This is an optimization exercise on Yosys and OpenROAD, whose aim is small area and a short achievable clock period, not a production implementation.
No run shown here included a check of the RTL's function; only the layout flow was run.
Power figures rest on the tool's default switching activity, not on a simulated workload.

==> design/flow/design.v <==
`timescale 1ns/100ps
`default_nettype none
package hic_event_pkg;
    localparam int N_CH_DEFAULT = 8;
    localparam int DATA_W       = 32;
    typedef logic signed [DATA_W-1:0] sample_t;
    typedef logic signed [DATA_W-1:0] delta_t;
    typedef logic [DATA_W-1:0] count_t;
    typedef logic [DATA_W-1:0] ts_t;
    localparam sample_t SAMPLE_BASE = 32'sh0000_1000;
endpackage
`default_nettype wire
`timescale 1ns/100ps
`default_nettype none
package hic_regmap_pkg;
    localparam logic [31:0] ADR_ID                 = 32'h0000_0000;
    localparam logic [31:0] ADR_VERSION            = 32'h0000_0004;
    localparam logic [31:0] ADR_CTRL               = 32'h0000_0008;
    localparam logic [31:0] ADR_TIME_NOW           = 32'h0000_0010;
    localparam logic [31:0] ADR_ADC_CMD            = 32'h0000_0020;
    localparam logic [31:0] ADR_ADC_SNAPSHOT_COUNT = 32'h0000_0024;
    localparam logic [31:0] ADR_EVT_CFG            = 32'h0000_0080;
    localparam logic [31:0] ADR_ADC_RAW_BASE        = 32'h0000_0040;
    localparam logic [31:0] ADR_EVT_THRESH_BASE     = 32'h0000_00A0;
    localparam logic [31:0] ADR_EVT_COUNT_BASE      = 32'h0000_00C0;
    localparam logic [31:0] ADR_EVT_LAST_DELTA_BASE = 32'h0000_00E0;
    localparam logic [31:0] ADR_EVT_LAST_TS_BASE    = 32'h0000_0100;
    localparam logic [31:0] CHIP_ID      = 32'h4849_4348;
    localparam logic [31:0] CHIP_VERSION = 32'h0000_0001;
    localparam int CTRL_ENABLE_BIT    = 0;
    localparam int CTRL_START_BIT     = 1;
    localparam int SNAPSHOT_BIT       = 0;
    localparam int EVT_CLR_COUNTS_BIT = 8;
    localparam int EVT_CLR_HIST_BIT   = 9;
endpackage
`default_nettype wire
`timescale 1ns/100ps
`default_nettype none
module hic_snapshot_gen (
    input  logic        wb_clk_i,
    input  logic        wb_rst_i,
    input  logic        snapshot_fire_i,
    output logic        sample_valid_o,
    output logic [31:0] ts_now_o,
    output logic [31:0] ts_prev_o,
    output logic [31:0] snapshot_count_o
);
    logic [31:0] time_q;
    logic [31:0] snap_cnt_q;
    logic        valid_q;
    always_ff @(posedge wb_clk_i) begin
        if (wb_rst_i) begin
            time_q <= '0;
        end else begin
            time_q <= time_q + 1'b1;
        end
    end
    always_ff @(posedge wb_clk_i) begin
        if (wb_rst_i) begin
            snap_cnt_q <= '0;
            valid_q    <= 1'b0;
        end else begin
            valid_q <= snapshot_fire_i;
            if (snapshot_fire_i) begin
                snap_cnt_q <= snap_cnt_q + 1'b1;
            end
        end
    end
    assign sample_valid_o   = valid_q;
    assign ts_now_o         = time_q;
    assign ts_prev_o        = time_q - 1'b1;
    assign snapshot_count_o = snap_cnt_q;
endmodule
`default_nettype wire
`timescale 1ns/100ps
`default_nettype none
module hic_evt_channel (
    input  logic        wb_clk_i,
    input  logic        wb_rst_i,
    input  logic        sample_valid_i,    
    input  logic [31:0] sample_i,
    input  logic [31:0] ts_prev_i,         
    input  logic        enabled_i,
    input  logic [31:0] thresh_i,
    input  logic        clear_counts_i,
    input  logic        clear_history_i,
    output logic [31:0] count_n_o,
    output logic [31:0] last_delta_n_o,
    output logic [31:0] last_ts_n_o,
    output logic        hist_zero_n_o
);
    logic [31:0] prev_q;
    logic        have_prev_q;
    logic [31:0] delta_q;
    logic        eval_q;
    logic [31:0] count_q;
    logic [31:0] last_delta_q;
    logic [31:0] last_ts_q;
    logic        hist_zero_q;
    logic        take;
    logic [31:0] abs_delta;
    logic        hit;
    assign take = sample_valid_i & enabled_i;
    always_ff @(posedge wb_clk_i) begin
        delta_q <= sample_i - prev_q;
        if (take) begin
            prev_q <= sample_i;
        end
    end
    always_ff @(posedge wb_clk_i) begin
        if (wb_rst_i) begin
            have_prev_q <= 1'b0;
            eval_q      <= 1'b0;
        end else begin
            eval_q <= take & have_prev_q;
            if (clear_history_i) begin
                have_prev_q <= 1'b0;
            end else if (take) begin
                have_prev_q <= 1'b1;
            end
        end
    end
    assign abs_delta = delta_q[31] ? -delta_q : delta_q;
    assign hit       = eval_q & (abs_delta >= thresh_i);
    always_ff @(posedge wb_clk_i) begin
        if (wb_rst_i || clear_counts_i) begin
            count_q <= '0;
        end else if (hit) begin
            count_q <= count_q + 1'b1;
        end
    end
    always_ff @(posedge wb_clk_i) begin
        if (hit) begin
            last_delta_q <= delta_q;
            last_ts_q    <= ts_prev_i;
        end
    end
    always_ff @(posedge wb_clk_i) begin
        if (wb_rst_i || clear_history_i) begin
            hist_zero_q <= 1'b1;
        end else if (hit) begin
            hist_zero_q <= 1'b0;
        end
    end
    assign count_n_o      = hit ? count_q + 1'b1 : count_q;
    assign last_delta_n_o = hit ? delta_q : last_delta_q;
    assign last_ts_n_o    = hit ? ts_prev_i : last_ts_q;
    assign hist_zero_n_o  = hist_zero_q & ~hit;
endmodule
`default_nettype wire
`timescale 1ns/100ps
`default_nettype none
module hic_wb_regs (
    input  logic           wb_clk_i,
    input  logic           wb_rst_i,
    input  logic           wbs_cyc_i,
    input  logic           wbs_stb_i,
    input  logic           wbs_we_i,
    input  logic [3:0]     wbs_sel_i,
    input  logic [31:0]    wbs_adr_i,
    input  logic [31:0]    wbs_dat_i,
    output logic           wbs_ack_o,
    output logic [31:0]    wbs_dat_o,
    output logic           ctrl_enable_o,
    output logic           ctrl_start_o,
    output logic           snapshot_fire_o,
    input  logic [31:0]    ts_now_i,
    input  logic [31:0]    snapshot_count_i,
    input  logic [255:0]   sample_i,
    input  logic [255:0]   count_i,
    input  logic [255:0]   last_delta_i,
    input  logic [255:0]   last_ts_i,
    input  logic [7:0]     hist_zero_i,
    output logic [7:0]     evt_en_o,
    output logic [255:0]   thresh_o,
    output logic           clear_counts_o,
    output logic           clear_history_o
);
    logic        wb_fire;
    logic        wr_fire;
    logic        hi_ok;
    logic [7:0]  ch;
    logic        b_raw, b_thr, b_cnt, b_dlt, b_ts;
    logic        a_id, a_ver, a_ctrl, a_time, a_cmd, a_snap, a_cfg;
    logic [31:0] rd_data;
    logic [31:0] wr_data;
    logic        ack_q;
    logic [31:0] dat_q;
    logic        enable_q;
    logic        start_pend_q;
    logic        start_q;
    logic        clr_counts_q;
    logic        clr_hist_q;
    logic [7:0]  evt_en_q;
    logic [255:0] thresh_q;
    assign wb_fire = wbs_cyc_i & wbs_stb_i & ~ack_q;
    assign wr_fire = wb_fire & wbs_we_i;
    assign hi_ok = wbs_adr_i[31:9] == 23'd0;
    always_comb begin
        for (int c = 0; c < 8; c++) ch[c] = wbs_adr_i[4:2] == 3'(c);
    end
    assign b_raw  = hi_ok & (wbs_adr_i[8:5] == 4'h2);
    assign b_thr  = hi_ok & (wbs_adr_i[8:5] == 4'h5);
    assign b_cnt  = hi_ok & (wbs_adr_i[8:5] == 4'h6);
    assign b_dlt  = hi_ok & (wbs_adr_i[8:5] == 4'h7);
    assign b_ts   = hi_ok & (wbs_adr_i[8:5] == 4'h8);
    assign a_id   = hi_ok & (wbs_adr_i[8:2] == 7'h00);
    assign a_ver  = hi_ok & (wbs_adr_i[8:2] == 7'h01);
    assign a_ctrl = hi_ok & (wbs_adr_i[8:2] == 7'h02);
    assign a_time = hi_ok & (wbs_adr_i[8:2] == 7'h04);
    assign a_cmd  = hi_ok & (wbs_adr_i[8:2] == 7'h08);
    assign a_snap = hi_ok & (wbs_adr_i[8:2] == 7'h09);
    assign a_cfg  = hi_ok & (wbs_adr_i[8:2] == 7'h20);
    assign snapshot_fire_o = wr_fire & a_cmd & wbs_sel_i[0] & wbs_dat_i[0];
    assign wr_data = wb_rst_i ? 32'd0 : wbs_dat_i;
    always_ff @(posedge wb_clk_i) begin
        if (wb_rst_i) begin
            ack_q        <= 1'b0;
            enable_q     <= 1'b0;
            start_pend_q <= 1'b0;
            start_q      <= 1'b0;
            clr_counts_q <= 1'b0;
            clr_hist_q   <= 1'b0;
            evt_en_q     <= '0;
        end else begin
            ack_q        <= wb_fire;
            start_pend_q <= wr_fire & a_ctrl & wbs_sel_i[0] & wbs_dat_i[1];
            start_q      <= start_pend_q;
            clr_counts_q <= wr_fire & a_cfg & wbs_sel_i[1] & wbs_dat_i[8];
            clr_hist_q   <= wr_fire & a_cfg & wbs_sel_i[1] & wbs_dat_i[9];
            if (wr_fire & a_ctrl & wbs_sel_i[0]) begin
                enable_q <= wbs_dat_i[0];
            end
            if (wr_fire & a_cfg & wbs_sel_i[0]) begin
                evt_en_q <= wbs_dat_i[7:0];
            end
        end
    end
    always_ff @(posedge wb_clk_i) begin
        for (int c = 0; c < 8; c++) begin
            for (int b = 0; b < 4; b++) begin
                if (wb_rst_i | (wr_fire & b_thr & ch[c] & wbs_sel_i[b])) begin
                    thresh_q[32*c + 8*b +: 8] <= wr_data[8*b +: 8];
                end
            end
        end
    end
    always_ff @(posedge wb_clk_i) begin
        dat_q <= rd_data;
    end
    always_comb begin
        rd_data = '0;
        for (int c = 0; c < 8; c++) begin
            rd_data = rd_data
                | ({32{b_raw & ch[c]}} & sample_i[32*c +: 32])
                | ({32{b_thr & ch[c]}} & thresh_q[32*c +: 32])
                | ({32{b_cnt & ch[c]}} & count_i[32*c +: 32])
                | ({32{b_dlt & ch[c] & ~hist_zero_i[c]}} & last_delta_i[32*c +: 32])
                | ({32{b_ts  & ch[c] & ~hist_zero_i[c]}} & last_ts_i[32*c +: 32]);
        end
        rd_data = rd_data
            | ({32{a_id}}   & hic_regmap_pkg::CHIP_ID)
            | ({32{a_ver}}  & hic_regmap_pkg::CHIP_VERSION)
            | ({32{a_ctrl}} & {31'd0, enable_q})
            | ({32{a_time}} & ts_now_i)
            | ({32{a_snap}} & snapshot_count_i)
            | ({32{a_cfg}}  & {24'd0, evt_en_q});
    end
    assign wbs_ack_o       = ack_q;
    assign wbs_dat_o       = dat_q;
    assign ctrl_enable_o   = enable_q;
    assign ctrl_start_o    = start_q;
    assign evt_en_o        = evt_en_q;
    assign thresh_o        = thresh_q;
    assign clear_counts_o  = clr_counts_q;
    assign clear_history_o = clr_hist_q;
endmodule
`default_nettype wire
`timescale 1ns/100ps
`default_nettype none
module home_inventory_wb #(
    parameter int N_CH = hic_event_pkg::N_CH_DEFAULT
) (
    input  logic               wb_clk_i,
    input  logic               wb_rst_i,
    input  logic               wbs_cyc_i,
    input  logic               wbs_stb_i,
    input  logic               wbs_we_i,
    input  logic [3:0]         wbs_sel_i,
    input  logic [31:0]        wbs_adr_i,
    input  logic [31:0]        wbs_dat_i,
    input  logic [N_CH*32-1:0] adc_data_i,
    output logic               wbs_ack_o,
    output logic [31:0]        wbs_dat_o,
    output logic               ctrl_enable_o,
    output logic               ctrl_start_o
);
    logic         snapshot_fire;
    logic         sample_valid;
    logic [31:0]  ts_now;
    logic [31:0]  ts_prev;
    logic [31:0]  snapshot_count;
    logic [7:0]   evt_en;
    logic [255:0] thresh;
    logic         clear_counts;
    logic         clear_history;
    logic [255:0] count;
    logic [255:0] last_delta;
    logic [255:0] last_ts;
    logic [7:0]   hist_zero;
    hic_wb_regs i_hic_wb_regs (
        .wb_clk_i         (wb_clk_i),
        .wb_rst_i         (wb_rst_i),
        .wbs_cyc_i        (wbs_cyc_i),
        .wbs_stb_i        (wbs_stb_i),
        .wbs_we_i         (wbs_we_i),
        .wbs_sel_i        (wbs_sel_i),
        .wbs_adr_i        (wbs_adr_i),
        .wbs_dat_i        (wbs_dat_i),
        .wbs_ack_o        (wbs_ack_o),
        .wbs_dat_o        (wbs_dat_o),
        .ctrl_enable_o    (ctrl_enable_o),
        .ctrl_start_o     (ctrl_start_o),
        .snapshot_fire_o  (snapshot_fire),
        .ts_now_i         (ts_now),
        .snapshot_count_i (snapshot_count),
        .sample_i         (adc_data_i),
        .count_i          (count),
        .last_delta_i     (last_delta),
        .last_ts_i        (last_ts),
        .hist_zero_i      (hist_zero),
        .evt_en_o         (evt_en),
        .thresh_o         (thresh),
        .clear_counts_o   (clear_counts),
        .clear_history_o  (clear_history)
    );
    hic_snapshot_gen i_hic_snapshot_gen (
        .wb_clk_i         (wb_clk_i),
        .wb_rst_i         (wb_rst_i),
        .snapshot_fire_i  (snapshot_fire),
        .sample_valid_o   (sample_valid),
        .ts_now_o         (ts_now),
        .ts_prev_o        (ts_prev),
        .snapshot_count_o (snapshot_count)
    );
    for (genvar c = 0; c < 8; c++) begin : g_chan
        hic_evt_channel i_hic_evt_channel (
            .wb_clk_i        (wb_clk_i),
            .wb_rst_i        (wb_rst_i),
            .sample_valid_i  (sample_valid),
            .sample_i        (adc_data_i[32*c +: 32]),
            .ts_prev_i       (ts_prev),
            .enabled_i       (evt_en[c]),
            .thresh_i        (thresh[32*c +: 32]),
            .clear_counts_i  (clear_counts),
            .clear_history_i (clear_history),
            .count_n_o       (count[32*c +: 32]),
            .last_delta_n_o  (last_delta[32*c +: 32]),
            .last_ts_n_o     (last_ts[32*c +: 32]),
            .hist_zero_n_o   (hist_zero[c])
        );
    end
endmodule
`default_nettype wire
==> design/flow/run.sh <==
#!/bin/bash
# synth_recipe.tcl (not shown) runs the flow's synth.tcl, then flattens the netlist and writes it again
# the make line also repeats each setting of config.mk as NAME=value (left out here)
make -C /OpenROAD-flow-scripts/flow DESIGN_CONFIG=/design/flow/config.mk WORK_HOME=/design/flow/orfs CLKGATE_MAP_FILE= SYNTH_SCRIPT=/design/flow/synth_recipe.tcl finish
==> design/flow/config.mk <==
export PLATFORM = sky130hd
export DESIGN_NAME = home_inventory_wb
export DESIGN_NICKNAME = home_inventory_wb
export VERILOG_FILES = /design/flow/design.v
export SDC_FILE = /design/flow/constraint.sdc
export NUM_CORES = 4
export LEC_CHECK = 0
export CAP_MARGIN = 20
export CORE_MARGIN = 2
export CORE_UTILIZATION = 30
export PLACE_DENSITY = 0.45
export SLEW_MARGIN = 20
==> design/flow/constraint.sdc <==
create_clock -name core_clock -period 8.5 [get_ports {wb_clk_i}]
set_input_delay 1.7000 -clock core_clock [delete_from_list [all_inputs] [get_ports {wb_clk_i}]]
set_output_delay 1.7000 -clock core_clock [all_outputs]
set_load 0.01 [all_outputs]
==> flow_metrics.tcl, run 1 <==
set metrics [dict create \
    cts_sinks 1671 \
    wl_um 569300 \
    cts_tree "yes" \
    syn_area_um2 90110 \
    worstHoldEndpoint "g_chan[7].i_hic_evt_channel.last_delta_q[7]" \
    ys_ff_latch 1671 \
    avgRoutedWirePerCell_um 38.57 \
    final_common_cell "nand2_1" \
    crit_chain "nor3_1, nand3_1, or3_1, or4_1, or3_1, or3_1, nand2b_1, nand2_1, xnor2_1, ha_1, and4_1, a221oi_1, a211oi_1, o31ai_1, a211oi_4, buf_4, a22o_1, a2111oi_1, buf_4, o2111ai_1, buf_4, or4_1" \
    ys_types 100 \
    rows 201 \
    clk_pin_slew_ns 0.06 \
    tightest_slew_ns 1.374 \
    worstPathArrival_ns 9.35 \
    yosys_warnings 3 \
    seq_area_frac_synth_pct 42.81 \
    worst_hold_path.num_cells 2 \
    maxSlewViolCount 0 \
    fin_crit_ns 8.524 \
    r2r_cells 22 \
    die_w_um 552.1 \
    grt_pass1_vias 79040 \
    drt.antenna.violating_nets 0 \
    first_pass_iters 7 \
    cts.path.max_buffers 4 \
    coreArea_um2 299300 \
    viasPerCell 5.854 \
    syn_nets 10910 \
    drtIter0Drc 12510 \
    post-place-ws_ns 0.3761 \
    required_ns 9.32 \
    track_usage_pct 35.97 \
    clock_skew_ns 0.05309 \
    cap_violations 0 \
    cp-end-kind "flop" \
    drive_above_1_share_pct 9.108 \
    cp_slowest_stage_delay_ns 0.98 \
    fin_cells 14760 \
    synth_ff_type "dfxtp_1" \
    finalHoldViolations 0 \
    internal-power_mw 15.16 \
    regArea_um2 38580 \
    syn_inst 10050 \
    ys_async_sr_fraction_pct 0 \
    final_cell_mix "1345 x nand2_1, 1158 x dfxtp_1, 761 x nor2_1" \
    multi_input_area_um2 47720 \
    p_leak_nw 43.25 \
    gp_congestion 1.079 \
    synth_area_per_cell_um2 8.971 \
    crit_family "compound AO/OA/AOI/OAI gates" \
    status "finished with violations" \
    vias 86420 \
    r2r-start "g_chan[6].i_hic_evt_channel.delta_q[4]" \
    final_cell_area_um2 108100 \
    initial_core_util_pct 30.11 \
    cp_slowest_cell "o31ai_1" \
    finish.net_count 11450 \
    setup_slack_ns -0.02402 \
    swShare_pct 30.46 \
    min_from "g_chan[7].i_hic_evt_channel.last_delta_q[7]" \
    finalHoldWorstSlack_ns 0.4345 \
    ios 364 \
    io_buffer_count 361 \
    syn_to_final_growth_pct 19.98 \
    fp.dieH_um 552.1 \
    setup_violations 1 \
    clk_latency_ns 0.96 \
    reg2reg_slack_ns -0.02 \
    power_density_nw_per_um2 201.6 \
    worst-path-buf-inv 3 \
    power_switching_mw 6.638 \
    relSlewSlack_pct 8.085 \
    dpl.hpwl_um 465500 \
    grt_first_pass_wirelength_um 736000 \
    fmax_mhz 117.3 \
    crit_fanout 14 \
    critPathKind "reg -> reg" \
    dieArea_um2 304800 \
    clockRootBuffer "clkbuf_16" \
    synth-edff-count 512 \
    startpoint_type "flop" \
    antenna_found_initial 70 \
    rsz0062_at_grt "false" \
    clkPwrFrac_pct 44.0 \
    ir_drop_mv 0.1591 \
    postPlaceCellArea_um2 100700 \
    p_seq_share_pct 42.4 \
    hold_path_class "reg -> reg" \
    grt_max_degree 92 \
    fin_crit_sh_pct 100.3 \
    drc_errors 0 \
    power_frac_comb_pct 13.5 \
    fin_util_pct 36.13 \
    cts_max_level 4 \
    numCtsBuffers 212 \
    overflow 0 \
    fillerInstances 30720 \
    dpl.cell_count 14330 \
    r2r-end "i_hic_wb_regs.dat_q[10]" \
    so.violations "negative setup slack" \
]
how the worst max path moves through the flow:
stage,startpoint,endpoint,slack (ns),cells past startpoint
finish,g_chan[6].i_hic_evt_channel.delta_q[4],i_hic_wb_regs.dat_q[10],-0.02,22
global route,g_chan[6].i_hic_evt_channel.delta_q[4],i_hic_wb_regs.dat_q[10],0.07,22
CTS,g_chan[0].i_hic_evt_channel.delta_q[10],i_hic_wb_regs.dat_q[22],0.32,21
detailed placement,g_chan[6].i_hic_evt_channel.delta_q[4],i_hic_wb_regs.dat_q[10],0.38,22
global placement,g_chan[6].i_hic_evt_channel.delta_q[4],i_hic_wb_regs.dat_q[10],0.46,22
floorplan,g_chan[1].i_hic_evt_channel.delta_q[13],i_hic_wb_regs.dat_q[29],2.86,23
timing repair:
action                     in CTS  in global routing
hold buffers                    0                  0
buffers inserted                0                  0
setup endpoints to repair       0                  1
resized for setup               0                  1
sequential cells by signal, indices dropped and copies added (netlist names):
signal and count:
i_hic_snapshot_gen.snap_cnt_q 32, i_hic_wb_regs.start_q 1, i_hic_wb_regs.thresh_q 256, g_chan.i_hic_evt_channel.prev_q 256, g_chan.i_hic_evt_channel.count_q 256, i_hic_wb_regs.dat_q 32, g_chan.i_hic_evt_channel.eval_q 8, g_chan.i_hic_evt_channel.last_delta_q 256
i_hic_wb_regs.start_pend_q 1, g_chan.i_hic_evt_channel.hist_zero_q 8, g_chan.i_hic_evt_channel.last_ts_q 256, g_chan.i_hic_evt_channel.have_prev_q 8, i_hic_wb_regs.evt_en_q 8, i_hic_snapshot_gen.time_q 32, i_hic_wb_regs.enable_q 1, g_chan.i_hic_evt_channel.delta_q 256
i_hic_wb_regs.clr_hist_q 1, i_hic_wb_regs.clr_counts_q 1, i_hic_snapshot_gen.valid_q 1, i_hic_wb_regs.ack_q 1
cell type report:
class / count / area share [%]
Multi-Input combinational cell: 7252 / 44.14
Timing Repair Buffer: 803 / 6.539
Inverter: 647 / 2.246
Tap cell: 3958 / 4.581
Clock buffer: 310 / 5.918
Clock inverter: 77 / 0.7951
Sequential cell: 1671 / 35.68
Antenna cell: 44 / 0.1018
cell families (layout without fill, tap and decap cells):
kind of cell	count (synthesis)	count (layout)	share of synthesized area [%]
other	0	44	0
AOI/OAI and AO/OA	2348	2348	17.91
and+or+nand+nor	3469	3469	18.06
DFF	1671	1671	42.81
adders and majority gates	531	531	7.440
muxes	112	112	1.294
xor gates and xnor gates	792	792	7.698
buffers and inverters	1122	1837	4.786
stage by stage:
stage | TNS [ns] | power (mW)
final | -0.02402 | 21.79
after global routing | 0 | 22.29
after CTS | 0 | 21.73
after global placement | 0 | 12.17
after detailed placement | 0 | 12.20
after floorplan | 0 | 10.35
power by group through the flow:
stage / registers, mW / logic [mW] / clock network (mW)
2_1_floorplan: 8.80 / 1.54 / 0
3_3_place_gp: 9.35 / 2.82 / 0
3_5_place_dp: 9.35 / 2.85 / 0
4_1_cts: 9.18 / 2.87 / 9.68
5_1_grt: 9.21 / 3.11 / 9.98
6_report: 9.24 / 2.95 / 9.60
worst min-delay path: stages, from the launching register on:
cell and delay (ns):
dfxtp_1 0.30, nand2_1 0.05, nand2_1 0.04
layer usage:
metal | GRT usage, % | up-vias | part of all wire [%]
met5 | 0 | - | 0.014
met4 | 30.78 | 14 | 10
met3 | 9.300 | 1376 | 9.4
met2 | 51.81 | 5059 | 41
met1 | 44.61 | 42710 | 40
li1 | - | 37260 | -
synth_stat cells (all sizes together), types with 181 or more instances:
library cell / n / area (um^2)
a21o: 219 / 1644
inv: 646 / 2425
a22oi: 181 / 1359
nand2: 1350 / 5067
a21oi: 420 / 2117
xor2: 233 / 2041
nand3: 283 / 1416
ha: 523 / 6544
nor2: 783 / 2939
edfxtp: 512 / 15370
clkbuf: 359 / 1348
dfxtp: 1159 / 23200
xnor2: 559 / 4896
o21ai: 494 / 2484
==> run 2: changes to the inputs <==
--- a/design/flow/design.v
+++ b/design/flow/design.v
@@ -3,12 +3,104 @@
 package hic_event_pkg;
     localparam int N_CH_DEFAULT = 8;
     localparam int DATA_W       = 32;
-    typedef logic signed [DATA_W-1:0] sample_t;
-    typedef logic signed [DATA_W-1:0] delta_t;
-    typedef logic [DATA_W-1:0] count_t;
-    typedef logic [DATA_W-1:0] ts_t;
-    localparam sample_t SAMPLE_BASE = 32'sh0000_1000;
 endpackage
+module hic_pfx_gen #(
+    parameter int W = 32
+) (
+    input  logic [W-1:0] g,
+    input  logic [W-1:0] p,
+    output logic [W-1:0] go
+);
+    localparam int L = $clog2(W);
+    logic [W-1:0] gl [L+1];
+    logic [W-1:0] pl [L+1];
+    assign gl[0] = g;
+    assign pl[0] = p;
+    for (genvar l = 0; l < L; l++) begin : g_lvl
+        for (genvar i = 0; i < W; i++) begin : g_bit
+            if (((i >> l) & 1) == 1) begin : g_node
+                localparam int J = ((i >> l) << l) - 1;
+                assign gl[l+1][i] = gl[l][i] | (pl[l][i] & gl[l][J]);
+                assign pl[l+1][i] = pl[l][i] & pl[l][J];
+            end else begin : g_pass
+                assign gl[l+1][i] = gl[l][i];
+                assign pl[l+1][i] = pl[l][i];
+            end
+        end
+    end
+    assign go = gl[L];
+endmodule
+module hic_pfx_and #(
+    parameter int W = 32
+) (
+    input  logic [W-1:0] a,
+    output logic [W-1:0] yo
+);
+    localparam int L = $clog2(W);
+    logic [W-1:0] al [L+1];
+    assign al[0] = a;
+    for (genvar l = 0; l < L; l++) begin : g_lvl
+        for (genvar i = 0; i < W; i++) begin : g_bit
+            if (((i >> l) & 1) == 1) begin : g_node
+                localparam int J = ((i >> l) << l) - 1;
+                assign al[l+1][i] = al[l][i] & al[l][J];
+            end else begin : g_pass
+                assign al[l+1][i] = al[l][i];
+            end
+        end
+    end
+    assign yo = al[L];
+endmodule
+module hic_sub32 (
+    input  logic [31:0] a,
+    input  logic [31:0] b,
+    output logic [31:0] y
+);
+    logic [31:0] c;
+    hic_pfx_gen #(.W(32)) i_pfx (
+        .g  ({a[31:1] & ~b[31:1], a[0] | ~b[0]}),
+        .p  (a | ~b),
+        .go (c)
+    );
+    assign y = a ^ ~b ^ {c[30:0], 1'b1};
+endmodule
+module hic_inc32 (
+    input  logic [31:0] a,
+    output logic [31:0] y
+);
+    logic [31:0] all1;
+    hic_pfx_and #(.W(32)) i_pfx (.a(a), .yo(all1));
+    assign y = a ^ {all1[30:0], 1'b1};
+endmodule
+module hic_dec32 (
+    input  logic [31:0] a,
+    output logic [31:0] y
+);
+    logic [31:0] all0;
+    hic_pfx_and #(.W(32)) i_pfx (.a(~a), .yo(all0));
+    assign y = a ^ {all0[30:0], 1'b1};
+endmodule
+module hic_abs_ge (
+    input  logic [31:0] d,
+    input  logic [31:0] t,
+    output logic        ge
+);
+    logic [31:0] x;
+    logic [31:0] g;
+    logic [31:0] p;
+    logic [31:0] c;
+    logic        eq;
+    assign x = d ^ {32{d[31]}};
+    assign g = x & ~t;
+    assign p = x ^ ~t;
+    hic_pfx_gen #(.W(32)) i_pfx (
+        .g  ({g[31:1], g[0] | p[0]}),
+        .p  (p),
+        .go (c)
+    );
+    assign eq = ~p[0] & (p[1] ^ (x[0] | ~t[0])) & (&(p[31:2] ^ g[30:1]));
+    assign ge = c[31] | (d[31] & eq);
+endmodule
 `default_nettype wire
 `timescale 1ns/100ps
 `default_nettype none
@@ -48,11 +140,16 @@
     logic [31:0] time_q;
     logic [31:0] snap_cnt_q;
     logic        valid_q;
+    logic [31:0] time_inc;
+    logic [31:0] snap_inc;
+    hic_inc32 i_time_inc (.a(time_q), .y(time_inc));
+    hic_inc32 i_snap_inc (.a(snap_cnt_q), .y(snap_inc));
+    hic_dec32 i_time_dec (.a(time_q), .y(ts_prev_o));
     always_ff @(posedge wb_clk_i) begin
         if (wb_rst_i) begin
             time_q <= '0;
         end else begin
-            time_q <= time_q + 1'b1;
+            time_q <= time_inc;
         end
     end
     always_ff @(posedge wb_clk_i) begin
@@ -62,13 +159,12 @@
         end else begin
             valid_q <= snapshot_fire_i;
             if (snapshot_fire_i) begin
-                snap_cnt_q <= snap_cnt_q + 1'b1;
+                snap_cnt_q <= snap_inc;
             end
         end
     end
     assign sample_valid_o   = valid_q;
     assign ts_now_o         = time_q;
-    assign ts_prev_o        = time_q - 1'b1;
     assign snapshot_count_o = snap_cnt_q;
 endmodule
 `default_nettype wire
@@ -98,11 +194,17 @@
     logic [31:0] last_ts_q;
     logic        hist_zero_q;
     logic        take;
-    logic [31:0] abs_delta;
+    logic [31:0] delta;
+    logic        ge;
     logic        hit;
+    logic [31:0] count_inc;
+    logic [31:0] count_n;
+    logic [31:0] last_delta_n;
+    logic [31:0] last_ts_n;
     assign take = sample_valid_i & enabled_i;
+    hic_sub32 i_sub (.a(sample_i), .b(prev_q), .y(delta));
     always_ff @(posedge wb_clk_i) begin
-        delta_q <= sample_i - prev_q;
+        delta_q <= delta;
         if (take) begin
             prev_q <= sample_i;
         end
@@ -120,20 +222,22 @@
             end
         end
     end
-    assign abs_delta = delta_q[31] ? -delta_q : delta_q;
-    assign hit       = eval_q & (abs_delta >= thresh_i);
+    hic_abs_ge i_cmp (.d(delta_q), .t(thresh_i), .ge(ge));
+    hic_inc32  i_inc (.a(count_q), .y(count_inc));
+    assign hit          = eval_q & ge;
+    assign count_n      = hit ? count_inc : count_q;
+    assign last_delta_n = hit ? delta_q : last_delta_q;
+    assign last_ts_n    = hit ? ts_prev_i : last_ts_q;
     always_ff @(posedge wb_clk_i) begin
         if (wb_rst_i || clear_counts_i) begin
             count_q <= '0;
-        end else if (hit) begin
-            count_q <= count_q + 1'b1;
+        end else begin
+            count_q <= count_n;
         end
     end
     always_ff @(posedge wb_clk_i) begin
-        if (hit) begin
-            last_delta_q <= delta_q;
-            last_ts_q    <= ts_prev_i;
-        end
+        last_delta_q <= last_delta_n;
+        last_ts_q    <= last_ts_n;
     end
     always_ff @(posedge wb_clk_i) begin
         if (wb_rst_i || clear_history_i) begin
@@ -142,9 +246,9 @@
             hist_zero_q <= 1'b0;
         end
     end
-    assign count_n_o      = hit ? count_q + 1'b1 : count_q;
-    assign last_delta_n_o = hit ? delta_q : last_delta_q;
-    assign last_ts_n_o    = hit ? ts_prev_i : last_ts_q;
+    assign count_n_o      = count_n;
+    assign last_delta_n_o = last_delta_n;
+    assign last_ts_n_o    = last_ts_n;
     assign hist_zero_n_o  = hist_zero_q & ~hit;
 endmodule
 `default_nettype wire
@@ -180,8 +284,8 @@
     logic        wr_fire;
     logic        hi_ok;
     logic [7:0]  ch;
-    logic        b_raw, b_thr, b_cnt, b_dlt, b_ts;
-    logic        a_id, a_ver, a_ctrl, a_time, a_cmd, a_snap, a_cfg;
+    logic        b_thr;
+    logic        a_ctrl, a_cmd, a_cfg;
     logic [31:0] rd_data;
     logic [31:0] wr_data;
     logic        ack_q;
@@ -199,17 +303,9 @@
     always_comb begin
         for (int c = 0; c < 8; c++) ch[c] = wbs_adr_i[4:2] == 3'(c);
     end
-    assign b_raw  = hi_ok & (wbs_adr_i[8:5] == 4'h2);
     assign b_thr  = hi_ok & (wbs_adr_i[8:5] == 4'h5);
-    assign b_cnt  = hi_ok & (wbs_adr_i[8:5] == 4'h6);
-    assign b_dlt  = hi_ok & (wbs_adr_i[8:5] == 4'h7);
-    assign b_ts   = hi_ok & (wbs_adr_i[8:5] == 4'h8);
-    assign a_id   = hi_ok & (wbs_adr_i[8:2] == 7'h00);
-    assign a_ver  = hi_ok & (wbs_adr_i[8:2] == 7'h01);
     assign a_ctrl = hi_ok & (wbs_adr_i[8:2] == 7'h02);
-    assign a_time = hi_ok & (wbs_adr_i[8:2] == 7'h04);
     assign a_cmd  = hi_ok & (wbs_adr_i[8:2] == 7'h08);
-    assign a_snap = hi_ok & (wbs_adr_i[8:2] == 7'h09);
     assign a_cfg  = hi_ok & (wbs_adr_i[8:2] == 7'h20);
     assign snapshot_fire_o = wr_fire & a_cmd & wbs_sel_i[0] & wbs_dat_i[0];
     assign wr_data = wb_rst_i ? 32'd0 : wbs_dat_i;
@@ -248,32 +344,80 @@
     always_ff @(posedge wb_clk_i) begin
         dat_q <= rd_data;
     end
+    hic_rd_mux i_rd_mux (
+        .adr_i        (wbs_adr_i),
+        .sample_i     (sample_i),
+        .thresh_i     (thresh_q),
+        .count_i      (count_i),
+        .last_delta_i (last_delta_i),
+        .last_ts_i    (last_ts_i),
+        .hist_zero_i  (hist_zero_i),
+        .enable_i     (enable_q),
+        .ts_now_i     (ts_now_i),
+        .snap_count_i (snapshot_count_i),
+        .evt_en_i     (evt_en_q),
+        .rd_data_o    (rd_data)
+    );
+    assign wbs_ack_o       = ack_q;
+    assign wbs_dat_o       = dat_q;
+    assign ctrl_enable_o   = enable_q;
+    assign ctrl_start_o    = start_q;
+    assign evt_en_o        = evt_en_q;
+    assign thresh_o        = thresh_q;
+    assign clear_counts_o  = clr_counts_q;
+    assign clear_history_o = clr_hist_q;
+endmodule
+module hic_rd_mux (
+    input  logic [31:0]  adr_i,
+    input  logic [255:0] sample_i,
+    input  logic [255:0] thresh_i,
+    input  logic [255:0] count_i,
+    input  logic [255:0] last_delta_i,
+    input  logic [255:0] last_ts_i,
+    input  logic [7:0]   hist_zero_i,
+    input  logic         enable_i,
+    input  logic [31:0]  ts_now_i,
+    input  logic [31:0]  snap_count_i,
+    input  logic [7:0]   evt_en_i,
+    output logic [31:0]  rd_data_o
+);
+    logic       hi_ok;
+    logic [7:0] ch;
+    logic       b_raw, b_thr, b_cnt, b_dlt, b_ts;
+    logic       a_id, a_ver, a_ctrl, a_time, a_snap, a_cfg;
+    assign hi_ok = adr_i[31:9] == 23'd0;
     always_comb begin
-        rd_data = '0;
+        for (int c = 0; c < 8; c++) ch[c] = adr_i[4:2] == 3'(c);
+    end
+    assign b_raw  = hi_ok & (adr_i[8:5] == 4'h2);
+    assign b_thr  = hi_ok & (adr_i[8:5] == 4'h5);
+    assign b_cnt  = hi_ok & (adr_i[8:5] == 4'h6);
+    assign b_dlt  = hi_ok & (adr_i[8:5] == 4'h7);
+    assign b_ts   = hi_ok & (adr_i[8:5] == 4'h8);
+    assign a_id   = hi_ok & (adr_i[8:2] == 7'h00);
+    assign a_ver  = hi_ok & (adr_i[8:2] == 7'h01);
+    assign a_ctrl = hi_ok & (adr_i[8:2] == 7'h02);
+    assign a_time = hi_ok & (adr_i[8:2] == 7'h04);
+    assign a_snap = hi_ok & (adr_i[8:2] == 7'h09);
+    assign a_cfg  = hi_ok & (adr_i[8:2] == 7'h20);
+    always_comb begin
+        rd_data_o = '0;
         for (int c = 0; c < 8; c++) begin
-            rd_data = rd_data
+            rd_data_o = rd_data_o
                 | ({32{b_raw & ch[c]}} & sample_i[32*c +: 32])
-                | ({32{b_thr & ch[c]}} & thresh_q[32*c +: 32])
+                | ({32{b_thr & ch[c]}} & thresh_i[32*c +: 32])
                 | ({32{b_cnt & ch[c]}} & count_i[32*c +: 32])
                 | ({32{b_dlt & ch[c] & ~hist_zero_i[c]}} & last_delta_i[32*c +: 32])
                 | ({32{b_ts  & ch[c] & ~hist_zero_i[c]}} & last_ts_i[32*c +: 32]);
         end
-        rd_data = rd_data
+        rd_data_o = rd_data_o
             | ({32{a_id}}   & hic_regmap_pkg::CHIP_ID)
             | ({32{a_ver}}  & hic_regmap_pkg::CHIP_VERSION)
-            | ({32{a_ctrl}} & {31'd0, enable_q})
+            | ({32{a_ctrl}} & {31'd0, enable_i})
             | ({32{a_time}} & ts_now_i)
-            | ({32{a_snap}} & snapshot_count_i)
-            | ({32{a_cfg}}  & {24'd0, evt_en_q});
+            | ({32{a_snap}} & snap_count_i)
+            | ({32{a_cfg}}  & {24'd0, evt_en_i});
     end
-    assign wbs_ack_o       = ack_q;
-    assign wbs_dat_o       = dat_q;
-    assign ctrl_enable_o   = enable_q;
-    assign ctrl_start_o    = start_q;
-    assign evt_en_o        = evt_en_q;
-    assign thresh_o        = thresh_q;
-    assign clear_counts_o  = clr_counts_q;
-    assign clear_history_o = clr_hist_q;
 endmodule
 `default_nettype wire
 `timescale 1ns/100ps
--- a/design/flow/config.mk
+++ b/design/flow/config.mk
@@ -7,6 +7,8 @@
 export LEC_CHECK = 0
 export CAP_MARGIN = 20
 export CORE_MARGIN = 2
-export CORE_UTILIZATION = 30
-export PLACE_DENSITY = 0.45
+export CORE_UTILIZATION = 45
+export PLACE_DENSITY = 0.6
 export SLEW_MARGIN = 20
+export SYNTH_HIERARCHICAL = 1
+export SYNTH_MINIMUM_KEEP_SIZE = 0
==> flow_metrics.tcl, run 2 <==
set metrics [dict create \
    fin_tns_setup_ns 0 \
    cts_hold_buf 0 \
    power_density_nw_per_um2 192.7 \
    first_pass_iters 9 \
    crit_fanout 33 \
    clock_skew_ns 0.04340 \
    r2r-start "g_chan[6].i_hic_evt_channel.delta_q[31]" \
    initial_core_util_pct 45.13 \
    critPathKind "reg -> reg" \
    clk_pin_slew_ns 0.06 \
    grt_pass1_vias 76120 \
    viasPerCell 6.394 \
    worstPathArrival_ns 8.33 \
    final_common_cell "inv_1" \
    regArea_um2 38600 \
    gp_congestion 1.125 \
    setup_violations 0 \
    finish.net_count 10970 \
    drc_errors 0 \
    avgRoutedWirePerCell_um 41.82 \
    rows 171 \
    r2r-end "i_hic_wb_regs.dat_q[26]" \
    startpoint_type "flop" \
    clockRootBuffer "clkbuf_16" \
    finalHoldViolations 0 \
    worstHoldEndpoint "g_chan[7].i_hic_evt_channel.hist_zero_q" \
    synth_area_per_cell_um2 10.25 \
    cts.path.max_buffers 3 \
    track_usage_pct 47.67 \
    syn_inst 9530 \
    r2r_cells 19 \
    cts_tree "yes" \
    worst_hold_path.num_cells 1 \
    cts_resized 0 \
    cts_sinks 1671 \
    numCtsBuffers 195 \
    crit_path_frequent_cell "a221oi_1" \
    cp-end-kind "flop" \
    ios 364 \
    p_leak_nw 52.57 \
    drt.antenna.violating_nets 0 \
    fin_crit_sh_pct 89.21 \
    dpl.hpwl_um 431200 \
    fmax_mhz 131.9 \
    syn_area_um2 97730 \
    syn_nets 10610 \
    setup_slack_ns 0.9173 \
    hold_path_class "reg -> reg" \
    status "finished clean" \
    multi_input_area_um2 52430 \
    clk_latency_ns 0.91 \
    cp_slowest_stage_delay_ns 1.03 \
    fin_crit_ns 7.583 \
    cap_violations 0 \
    final_cell_mix "1219 x inv_1, 1143 x dfxtp_1, 963 x xor2_1" \
    io_buffer_count 361 \
    maxSlewViolCount 0 \
    cts_max_level 4 \
    fp.dieH_um 470.0 \
    crit_family "compound AO/OA/AOI/OAI gates" \
    worst-path-buf-inv 1 \
    relSlewSlack_pct 5.912 \
    rsz0062_at_grt "false" \
    cp_slowest_cell "dfxtp_2" \
    drive_above_1_share_pct 16.38 \
    fillerInstances 19440 \
    cts_setup_buffers 0 \
    wl_um 543100 \
    die_w_um 470.0 \
    required_ns 9.25 \
    crit_chain "xor2_1, ha_1, a21oi_1, o21ai_0, a221oi_1, o31ai_4, a31oi_2, o211a_1, o31ai_1, a41o_2, nand2_4, and2_1, nand2b_1, nor4_4, buf_4, a22o_1, a221oi_1, nand4_1, or4_1" \
    grt_first_pass_wirelength_um 701300 \
    dieArea_um2 220900 \
    ir_drop_mv 0.2443 \
    vias 83050 \
    yosys_warnings 15 \
    post-place-ws_ns 1.552 \
    coreArea_um2 216500 \
    drtIter0Drc 12720 \
    grt_max_degree 94 \
    min_from "g_chan[7].i_hic_evt_channel.hist_zero_q" \
    reg2reg_slack_ns 0.92 \
    syn_to_final_growth_pct 14.52 \
    antenna_found_initial 137 \
    tightest_slew_ns 1.410 \
    overflow 0 \
]
## run 2: worst max-delay path by stage
stage,from,endpoint,slack [ns],depth (start not counted)
5_1_grt,g_chan[6].i_hic_evt_channel.delta_q[31],i_hic_wb_regs.dat_q[26],1.12,19
4_1_cts,g_chan[6].i_hic_evt_channel.delta_q[31],i_hic_wb_regs.dat_q[26],1.52,19
2_1_floorplan,g_chan[3].i_hic_evt_channel.delta_q[31],i_hic_wb_regs.dat_q[5],4.03,21
3_3_place_gp,g_chan[6].i_hic_evt_channel.delta_q[31],i_hic_wb_regs.dat_q[26],1.61,19
3_5_place_dp,g_chan[6].i_hic_evt_channel.delta_q[31],i_hic_wb_regs.dat_q[26],1.55,19
6_report,g_chan[6].i_hic_evt_channel.delta_q[31],i_hic_wb_regs.dat_q[26],0.92,19
## run 2: final cells by class
class	count	area share [%]
clock buffer	263	4.918
antenna	76	0.1699
timing repair buffer	607	5.266
clock inverter	104	1.031
inverter	1219	4.088
tap	2854	3.191
sequential	1671	34.49
multi-input combinational	6194	46.85
## run 2: per-layer routing
metal	GRT usage [%]	vias up	wire [um]
met5	0	-	468
met3	18.51	1551	67910
met1	57.68	41270	203600
met2	65.22	5803	214200
met4	42.12	42	56890
li1	-	34380	-
## run 2: worst register-to-register path, stage by stage (launching register included)
cell and delay [ns]:
dfxtp_2 1.03, xor2_1 0.20, ha_1 0.37, a21oi_1 0.16
o21ai_0 0.12, a221oi_1 0.46, o31ai_4 0.15, a31oi_2 0.18
o211a_1 0.18, o31ai_1 0.08, a41o_2 0.36, nand2_4 0.45
and2_1 0.32, nand2b_1 0.25, nor4_4 0.05, buf_4 0.40
a22o_1 0.41, a221oi_1 1.00, nand4_1 0.59, or4_1 0.68
## run 2: where the power goes
group          internal, mW  switching [mW]
Sequential             8.48           0.565
Combinational          1.34            2.26
Clock                  5.14            3.79
## run 2: through the flow
stage                     util, %  power [mW]  instances  hold slack [ns]  cell area (um^2)
final                       51.69       21.57      12990           0.4584            111900
after global routing        51.61       22.00      12920           0.4648            111700
after CTS                   51.56       21.43      12910           0.4564            111600
after detailed placement    48.48       12.63      12540           0.4307            105000
after global placement      48.47       12.61      12540           0.4344            104900
after floorplan                 -       10.99       9530           0.4138             97730

[afterwards: timing with drivers on the ports]
In the flow no input, the clock included, has a driving cell. The finished layouts below were timed again as built, in two steps. Step 1 (the two cells are an assumption about what drives the block):
set clk [get_ports {wb_clk_i}]
set_driving_cell -lib_cell sky130_fd_sc_hd__clkbuf_16 $clk
set_driving_cell -lib_cell sky130_fd_sc_hd__buf_2 [delete_from_list [all_inputs] $clk]
Step 2 moves the port delays by t, midway between the first and last clock arrival at a register: inputs arrive t later, outputs are due t later. That takes back most of the time a late clock gives input paths. a / b / c = ideal / step 1 / step 2; a / b = the first two.
run | t, ns | setup WS [ns] | hold WS [ns] | worst data-port slew with drivers (ns)
run 1 | 1.051 | -0.024 / -0.024 / -0.024 | 0.434 / 0.434 / 0.434 | 0.21
run 2 | 0.996 | 0.917 / 0.917 / 0.917 | 0.458 / 0.458 / 0.458 | 0.09
